Context: an optimization exercise on an open-source flow, tuned for small area, a short achievable clock period and few clock cycles per item. The choices shown serve that exercise and are no tape-out recipe.
RTL that was checked went through simulation tests only; none was proved equivalent to the original.
No activity file was given, so power comes from the tool's default toggle rates.

==> 12-14 <==
// muldiv_unit
module muldiv_unit (
    input  logic                           clk,
    input  logic                           reset,
    input  logic                           req,
    input  muldiv_pkg::muldiv_req_t        req_data,
    output logic                           busy,
    output logic                           result_valid,
    output logic [rv_m_pkg::xlen-1:0]      result
);
make LEC_CHECK=0 CAP_MARGIN=20 CORE_MARGIN=2 CORE_UTILIZATION=40 SETUP_SLACK_MARGIN=1.0 SLEW_MARGIN=20 SYNTH_HIERARCHICAL=1 SYNTH_MINIMUM_KEEP_SIZE=0 finish   # period 5.0 ns
run.sh (not shown) runs the stock make flow with config.mk's settings and CLKGATE_MAP_FILE= SYNTH_SCRIPT=/design/flow/synth_recipe.tcl, a recipe that flattens the netlist after the stock synthesis.
==> 06-26 (differences from 12-14) <==
--- a/flow/design.v
+++ b/flow/design.v
@@ -78,11 +78,11 @@
     logic         swp;      
     logic         first;    
     logic [2:0]   op;
     logic         a_neg;    
     logic         bz;       
-    logic         triv;     
+    logic         corr;     
     logic         rv;
     logic [2:0]   r_op;
     logic [31:0]  r_a, r_b, r_as, r_bs;
     logic         r_div, r_a_signed, r_b_signed, r_swap;
     logic [7:0]   ta, tb;
@@ -99,20 +99,12 @@
             ta[i] = |(r_as >> (4 * i));
             tb[i] = |(r_bs >> (4 * i));
         end
     end
     assign r_swap = !r_div && |(ta & ~tb);
-    logic [31:0] r_sm;
-    logic        r_corr, r_triv;
-    always_comb begin
-        r_sm = r_as;
-        for (int i = 1; i < 32; i = i * 2)
-            r_sm = r_sm | (r_sm >> i);
-    end
+    logic        r_corr;
     assign r_corr = r_a_signed & r_a[31] & !(r_b_signed & r_b[31]);
-    assign r_triv = (r_b == 32'b0)
-                    || |(r_bs & ~(r_corr ? {r_sm[30:0], 1'b1} : r_sm));
     logic        is_rem, mul_lo, q_neg;
     logic [6:0]  kdiff;
     logic [4:0]  k;
     logic [5:0]  lm;
     logic [4:0]  mtgt;      
@@ -120,12 +112,14 @@
     logic        m_last, d_last, fix;
     logic        finishing, accept;
     assign is_rem = op[1];
     assign mul_lo = (op[1:0] == 2'd0);
     assign q_neg  = a_neg ^ d[32];
-    assign kdiff  = {1'b0, la} - {1'b0, lb} + {6'b0, a_neg & !d[32]};
+    assign kdiff  = {1'b0, la} - {1'b0, lb} + {6'b0, corr};
     assign k      = kdiff[4:0];
+    logic        triv;
+    assign triv   = bz || (corr ? ({1'b0, lb} > {1'b0, la} + 7'd1) : (lb > la));
     assign lm     = swp ? lb : la;
     assign madd   = lm[5];
     assign mtgt   = madd ? 5'd15 : lm[5:1];
     assign m_last = (cnt == mtgt);
     assign d_last = (cnt == 5'd0);
@@ -203,17 +197,24 @@
     assign k_mfin  = s_mstep && m_last;
     assign k_dstep = (s_div1 && !triv) || (s_dstep && !d_last);
     assign k_dfin  = (s_dstep && d_last && !finishing) || (s_dfin && fix);
     assign k_ax    = k_mstep || k_mfin || k_dstep || (k_dfin && is_rem);
     assign k_aq    = k_dfin && !is_rem;
-    assign k_ainv  = k_dfin && (!is_rem || (!nx32 && a_neg));
-    assign k_one   = (k_mstep && nb_one) || k_mfin || k_dstep || (k_dfin && is_rem && nx32);
+    logic k_ainv0, k_ainv1, k_one0, k_one1, k_binv0, k_binv1, k_cin0, k_cin1;
+    assign k_ainv0 = k_dfin && (!is_rem || a_neg);
+    assign k_ainv1 = k_dfin && !is_rem;
+    assign k_one0  = (k_mstep && nb_one) || k_mfin || k_dstep;
+    assign k_one1  = k_one0 || (k_dfin && is_rem);
+    assign k_binv0 = (k_mstep && nb_neg) || (k_dstep && !d[32]);
+    assign k_binv1 = (k_mstep && nb_neg) || (k_dstep && d[32]) || (k_dfin && is_rem && d[32]);
+    assign k_cin0  = (k_mstep && nb_neg) || (k_dstep && !d[32]) || (k_dfin && (!is_rem || a_neg));
+    assign k_cin1  = (k_mstep && nb_neg) || (k_dstep && d[32]) || (k_dfin && (!is_rem || d[32]));
+    assign k_ainv  = nx32 ? k_ainv1 : k_ainv0;
+    assign k_one   = nx32 ? k_one1 : k_one0;
     assign k_two   = k_mstep && nb_two;
-    assign k_binv  = (k_mstep && nb_neg) || (k_dstep && (nx32 ~^ d[32]))
-                     || (k_dfin && is_rem && nx32 && d[32]);
-    assign k_cin   = (k_mstep && nb_neg) || (k_dstep && (nx32 ~^ d[32]))
-                     || (k_dfin && (!is_rem || (nx32 ? d[32] : a_neg)));
+    assign k_binv  = nx32 ? k_binv1 : k_binv0;
+    assign k_cin   = nx32 ? k_cin1 : k_cin0;
     always_ff @(posedge clk) begin
         if (accept) begin
             c_ax   <= r_div;
             c_aq   <= 1'b0;
             c_ainv <= r_div && r_a_neg;
@@ -250,48 +251,47 @@
             s_dfin  <= n_dfin;
         end
     end
     logic [32:0] ld_x, ld_d, x_n, d_n;
     logic [31:0] q_n;
-    logic        x_en, d_en, q_en;
-    logic        q_sum, q_fun, q_tx, q_t1;
+    logic        d_en;
+    logic        q_sum, q_fun;
     assign ld_x = r_swap ? {r_b_signed & r_b[31], r_b} : {r_a_signed & r_a[31], r_a};
     assign ld_d = r_swap ? {r_a_signed & r_a[31], r_a} : {r_b_signed & r_b[31], r_b};
-    assign x_en = accept || s_mstep || s_div1 || s_dstep || s_dfin;
     assign x_n  = ({33{s_mstep}} & sum[34:2])
                 | ({33{(s_div1 || s_dstep || s_dfin) && !accept}} & sum[32:0])
                 | ({33{accept}} & ld_x);
     assign d_en = accept || s_div1 || (s_dstep && !d_last);
     assign d_n  = ({33{accept}} & ld_d)
                 | ({33{s_div1 && !accept}} & fun)
                 | ({33{s_dstep && !accept}} & {d[32], d[32:1]});
     assign q_sum = (s_mfin && madd) || s_dfin;
     assign q_fun = s_mfin && !madd;
-    assign q_tx  = s_div1 && triv && is_rem;
-    assign q_t1  = s_div1 && triv && !is_rem && bz;
-    assign q_en  = s_mstep || s_mfin || s_div1 || s_dstep || s_dfin;
-    assign q_n   = ({32{q_sum}} & sum[31:0])
+    logic [31:0] q_triv;
+    assign q_triv = is_rem ? x[31:0] : {32{bz}};
+    logic [31:0] q_o;       
+    assign q_o   = ({32{q_sum}} & sum[31:0])
                  | ({32{q_fun}} & fun[31:0])
                  | ({32{s_mstep && first}}  & {sum[1:0], x[31:2]})
                  | ({32{s_mstep && !first}} & {sum[1:0], q[31:2]})
-                 | ({32{s_dstep}} & {q[30:0], !sum[32]})
-                 | ({32{q_tx}} & x[31:0])
-                 | {32{q_t1}};
+                 | ({32{s_dstep}} & {q[30:0], 1'b0})
+                 | ({32{s_div1 && triv}} & q_triv);
+    assign q_n   = {q_o[31:1], s_dstep ? !sum[32] : q_o[0]};
     always_ff @(posedge clk) begin
-        if (x_en) x <= x_n;
+        x <= x_n;
         if (d_en) d <= d_n;
-        if (q_en) q <= q_n;
+        q <= q_n;
     end
     always_ff @(posedge clk) begin
         if (accept) begin
             op      <= r_op;
             swp     <= r_swap;
             first   <= 1'b1;
             a_neg   <= r_div & r_a_signed & r_a[31];
             bz      <= (r_b == 32'b0);
-            triv    <= r_triv;
             la      <= bitlen(r_as);
+            corr    <= r_div && r_corr;
             lb      <= bitlen(r_bs);
             cnt     <= 5'd0;
         end else begin
             if (s_mstep) begin
                 first <= 1'b0;
==> flow/flow/run.sh (new file) <==
#!/bin/bash
# Standard layout, with small fast buffers on the ports instead of ORFS's default
# port buffer. ORFS's own logs stay under orfs/logs; make's output goes to standard.log.
set -euo pipefail
export BUFFER_PORTS_ARGS="-buffer_cell sky130_fd_sc_hd__buf_2"
bash standard.sh > standard.log 2>&1
==> flow/standard.sh (new file) <==
#!/bin/bash
# synth_recipe.tcl (not shown) runs the flow's synth.tcl, then flattens the netlist and writes it again
# the make line also repeats each setting of config.mk as NAME=value (left out here)
make -C /OpenROAD-flow-scripts/flow DESIGN_CONFIG=/design/flow/config.mk WORK_HOME=/design/flow/orfs CLKGATE_MAP_FILE= SYNTH_SCRIPT=/design/flow/synth_recipe.tcl "${@:-finish}"
CORE_UTILIZATION = 45   (was 40)
CTS_BUF_LIST = sky130_fd_sc_hd__clkbuf_4 sky130_fd_sc_hd__clkbuf_8   (was default)
removed: flow/run.sh
==> 02-13 (differences from 12-14) <==
--- a/flow/design.v
+++ b/flow/design.v
@@ -78,11 +78,11 @@
     logic         swp;      
     logic         first;    
     logic [2:0]   op;
     logic         a_neg;    
     logic         bz;       
-    logic         triv;     
+    logic         corr;     
     logic         rv;
     logic [2:0]   r_op;
     logic [31:0]  r_a, r_b, r_as, r_bs;
     logic         r_div, r_a_signed, r_b_signed, r_swap;
     logic [7:0]   ta, tb;
@@ -99,20 +99,12 @@
             ta[i] = |(r_as >> (4 * i));
             tb[i] = |(r_bs >> (4 * i));
         end
     end
     assign r_swap = !r_div && |(ta & ~tb);
-    logic [31:0] r_sm;
-    logic        r_corr, r_triv;
-    always_comb begin
-        r_sm = r_as;
-        for (int i = 1; i < 32; i = i * 2)
-            r_sm = r_sm | (r_sm >> i);
-    end
+    logic        r_corr;
     assign r_corr = r_a_signed & r_a[31] & !(r_b_signed & r_b[31]);
-    assign r_triv = (r_b == 32'b0)
-                    || |(r_bs & ~(r_corr ? {r_sm[30:0], 1'b1} : r_sm));
     logic        is_rem, mul_lo, q_neg;
     logic [6:0]  kdiff;
     logic [4:0]  k;
     logic [5:0]  lm;
     logic [4:0]  mtgt;      
@@ -120,12 +112,14 @@
     logic        m_last, d_last, fix;
     logic        finishing, accept;
     assign is_rem = op[1];
     assign mul_lo = (op[1:0] == 2'd0);
     assign q_neg  = a_neg ^ d[32];
-    assign kdiff  = {1'b0, la} - {1'b0, lb} + {6'b0, a_neg & !d[32]};
+    assign kdiff  = {1'b0, la} - {1'b0, lb} + {6'b0, corr};
     assign k      = kdiff[4:0];
+    logic        triv;
+    assign triv   = bz || kdiff[6];
     assign lm     = swp ? lb : la;
     assign madd   = lm[5];
     assign mtgt   = madd ? 5'd15 : lm[5:1];
     assign m_last = (cnt == mtgt);
     assign d_last = (cnt == 5'd0);
@@ -203,17 +197,26 @@
     assign k_mfin  = s_mstep && m_last;
     assign k_dstep = (s_div1 && !triv) || (s_dstep && !d_last);
     assign k_dfin  = (s_dstep && d_last && !finishing) || (s_dfin && fix);
     assign k_ax    = k_mstep || k_mfin || k_dstep || (k_dfin && is_rem);
     assign k_aq    = k_dfin && !is_rem;
-    assign k_ainv  = k_dfin && (!is_rem || (!nx32 && a_neg));
-    assign k_one   = (k_mstep && nb_one) || k_mfin || k_dstep || (k_dfin && is_rem && nx32);
+    logic k_ainv0, k_ainv1, k_one0, k_one1, k_binv0, k_binv1, k_cin0, k_cin1;
+    assign k_ainv0 = k_dfin && (!is_rem || a_neg);
+    assign k_ainv1 = k_dfin && !is_rem;
+    assign k_one0  = (k_mstep && nb_one) || k_mfin || k_dstep;
+    assign k_one1  = k_one0 || (k_dfin && is_rem);
+    assign k_binv0 = (k_mstep && nb_neg) || (k_dstep && !d[32]);
+    assign k_binv1 = (k_mstep && nb_neg) || (k_dstep && d[32]) || (k_dfin && is_rem && d[32]);
+    assign k_cin0  = (k_mstep && nb_neg) || (k_dstep && !d[32]) || (k_dfin && (!is_rem || a_neg));
+    assign k_cin1  = (k_mstep && nb_neg) || (k_dstep && d[32]) || (k_dfin && (!is_rem || d[32]));
+    muldiv_pick4 u_pick (
+        .sel (nx32),
+        .a1  ({k_ainv1, k_one1, k_binv1, k_cin1}),
+        .a0  ({k_ainv0, k_one0, k_binv0, k_cin0}),
+        .y   ({k_ainv, k_one, k_binv, k_cin})
+    );
     assign k_two   = k_mstep && nb_two;
-    assign k_binv  = (k_mstep && nb_neg) || (k_dstep && (nx32 ~^ d[32]))
-                     || (k_dfin && is_rem && nx32 && d[32]);
-    assign k_cin   = (k_mstep && nb_neg) || (k_dstep && (nx32 ~^ d[32]))
-                     || (k_dfin && (!is_rem || (nx32 ? d[32] : a_neg)));
     always_ff @(posedge clk) begin
         if (accept) begin
             c_ax   <= r_div;
             c_aq   <= 1'b0;
             c_ainv <= r_div && r_a_neg;
@@ -250,15 +253,14 @@
             s_dfin  <= n_dfin;
         end
     end
     logic [32:0] ld_x, ld_d, x_n, d_n;
     logic [31:0] q_n;
-    logic        x_en, d_en, q_en;
+    logic        d_en;
     logic        q_sum, q_fun, q_tx, q_t1;
     assign ld_x = r_swap ? {r_b_signed & r_b[31], r_b} : {r_a_signed & r_a[31], r_a};
     assign ld_d = r_swap ? {r_a_signed & r_a[31], r_a} : {r_b_signed & r_b[31], r_b};
-    assign x_en = accept || s_mstep || s_div1 || s_dstep || s_dfin;
     assign x_n  = ({33{s_mstep}} & sum[34:2])
                 | ({33{(s_div1 || s_dstep || s_dfin) && !accept}} & sum[32:0])
                 | ({33{accept}} & ld_x);
     assign d_en = accept || s_div1 || (s_dstep && !d_last);
     assign d_n  = ({33{accept}} & ld_d)
@@ -266,32 +268,33 @@
                 | ({33{s_dstep && !accept}} & {d[32], d[32:1]});
     assign q_sum = (s_mfin && madd) || s_dfin;
     assign q_fun = s_mfin && !madd;
     assign q_tx  = s_div1 && triv && is_rem;
     assign q_t1  = s_div1 && triv && !is_rem && bz;
-    assign q_en  = s_mstep || s_mfin || s_div1 || s_dstep || s_dfin;
-    assign q_n   = ({32{q_sum}} & sum[31:0])
+    logic [31:0] q_o;       
+    assign q_o   = ({32{q_sum}} & sum[31:0])
                  | ({32{q_fun}} & fun[31:0])
                  | ({32{s_mstep && first}}  & {sum[1:0], x[31:2]})
                  | ({32{s_mstep && !first}} & {sum[1:0], q[31:2]})
-                 | ({32{s_dstep}} & {q[30:0], !sum[32]})
+                 | ({32{s_dstep}} & {q[30:0], 1'b0})
                  | ({32{q_tx}} & x[31:0])
                  | {32{q_t1}};
+    assign q_n   = {q_o[31:1], s_dstep ? !sum[32] : q_o[0]};
     always_ff @(posedge clk) begin
-        if (x_en) x <= x_n;
+        x <= x_n;
         if (d_en) d <= d_n;
-        if (q_en) q <= q_n;
+        q <= q_n;
     end
     always_ff @(posedge clk) begin
         if (accept) begin
             op      <= r_op;
             swp     <= r_swap;
             first   <= 1'b1;
             a_neg   <= r_div & r_a_signed & r_a[31];
             bz      <= (r_b == 32'b0);
-            triv    <= r_triv;
             la      <= bitlen(r_as);
+            corr    <= r_div && r_corr;
             lb      <= bitlen(r_bs);
             cnt     <= 5'd0;
         end else begin
             if (s_mstep) begin
                 first <= 1'b0;
@@ -304,10 +307,18 @@
         end
     end
     assign result_valid = rv;
     assign result       = q;
 endmodule
+module muldiv_pick4 (
+    input  logic       sel,
+    input  logic [3:0] a1,
+    input  logic [3:0] a0,
+    output logic [3:0] y
+);
+    assign y = sel ? a1 : a0;
+endmodule
 module muldiv_add35 (
     input  logic [34:0] a,
     input  logic [34:0] b,
     input  logic        cin,
     output logic [34:0] s
==> flow/flow/run.sh (new file) <==
#!/bin/bash
# Standard layout, with small fast buffers on the ports instead of ORFS's default
# port buffer. ORFS's own logs stay under orfs/logs; make's output goes to standard.log.
set -euo pipefail
export BUFFER_PORTS_ARGS="-buffer_cell sky130_fd_sc_hd__buf_2"
bash standard.sh > standard.log 2>&1
==> flow/standard.sh (new file) <==
#!/bin/bash
# synth_recipe.tcl (not shown) runs the flow's synth.tcl, then flattens the netlist and writes it again
# the make line also repeats each setting of config.mk as NAME=value (left out here)
make -C /OpenROAD-flow-scripts/flow DESIGN_CONFIG=/design/flow/config.mk WORK_HOME=/design/flow/orfs CLKGATE_MAP_FILE= SYNTH_SCRIPT=/design/flow/synth_recipe.tcl "${@:-finish}"
CORE_UTILIZATION = 45   (was 40)
CTS_BUF_LIST = sky130_fd_sc_hd__clkbuf_4 sky130_fd_sc_hd__clkbuf_8   (was default)
removed: flow/run.sh
==> run notes <==
outcome complete, no violations; n_taps 461; most frequent cells in the layout mux2i_1, o21ai_0, a21oi_1; core area around 0.036 mm2; routability-driven placement congestion ratio 1.023; Worst-Skew Late Latency roughly 520 ps; Initial Util a little under half; Seq pwr share 30.1%
The numbers above come from 02-13.

==> run notes <==
outcome complete, no violations; Initial Util about two fifths; n_taps 592; Seq pwr share between 20% and 30%; routability-driven placement congestion ratio ~1.0; most frequent cells in the layout nand2_1, buf_4, mux2i_1
The numbers above come from 12-14.

==> run notes <==
Seq pwr share a little over a quarter; Initial Util between 40% and 50%; CTS Sinks between 100 and 150; Worst-Skew Late Latency 510 ps; outcome complete, no violations; n_taps about 470; core area 0.03652 mm2; most frequent cells in the layout o21ai_0, mux2i_1, a21oi_1
The numbers above come from 06-26.

Testbench counts of 12-14, summed over its fixed seeds: cycles 18,461, ops 2,400.
Testbench counts of 02-13, summed over its fixed seeds: cycles 18,461, ops 2,400.
Function not checked in 06-26: the RTL went through the layout flow alone.

## afterwards: timing with drivers on the ports
The results above use ideal ports. As a check the final layouts listed here were re-extracted and re-timed, cells and wires unchanged. Step 1: set_driving_cell puts a clkbuf_16 on clk and a buf_2 on each other input, an assumption about the parent block. Step 2 also shifts input and output timing later by t, the mid clock arrival at the registers, as if the neighbouring blocks saw the same clock. Three values: ideal ports, drivers, drivers and shift; two values: the first two.
run	t (ns)	slack for setup (ns)	clock arrival spread, ns	worst register clock-pin slew, ns	worst data-port slew with drivers (ns)
12-14	0.499	1.009 / 1.009 / 0.598	0.012 / 0.012	0.07 / 0.07	0.04
06-26	0.548	1.047 / 1.021 / 0.531	0.025 / 0.025	0.11 / 0.11	0.04
02-13	0.559	1.016 / 1.016 / 0.667	0.022 / 0.022	0.10 / 0.10	0.04
After both steps every run listed still meets setup and hold. For 06-26, which loses most, drivers alone change the setup slack by -0.026 ns; drivers and shift together by -0.516 ns.
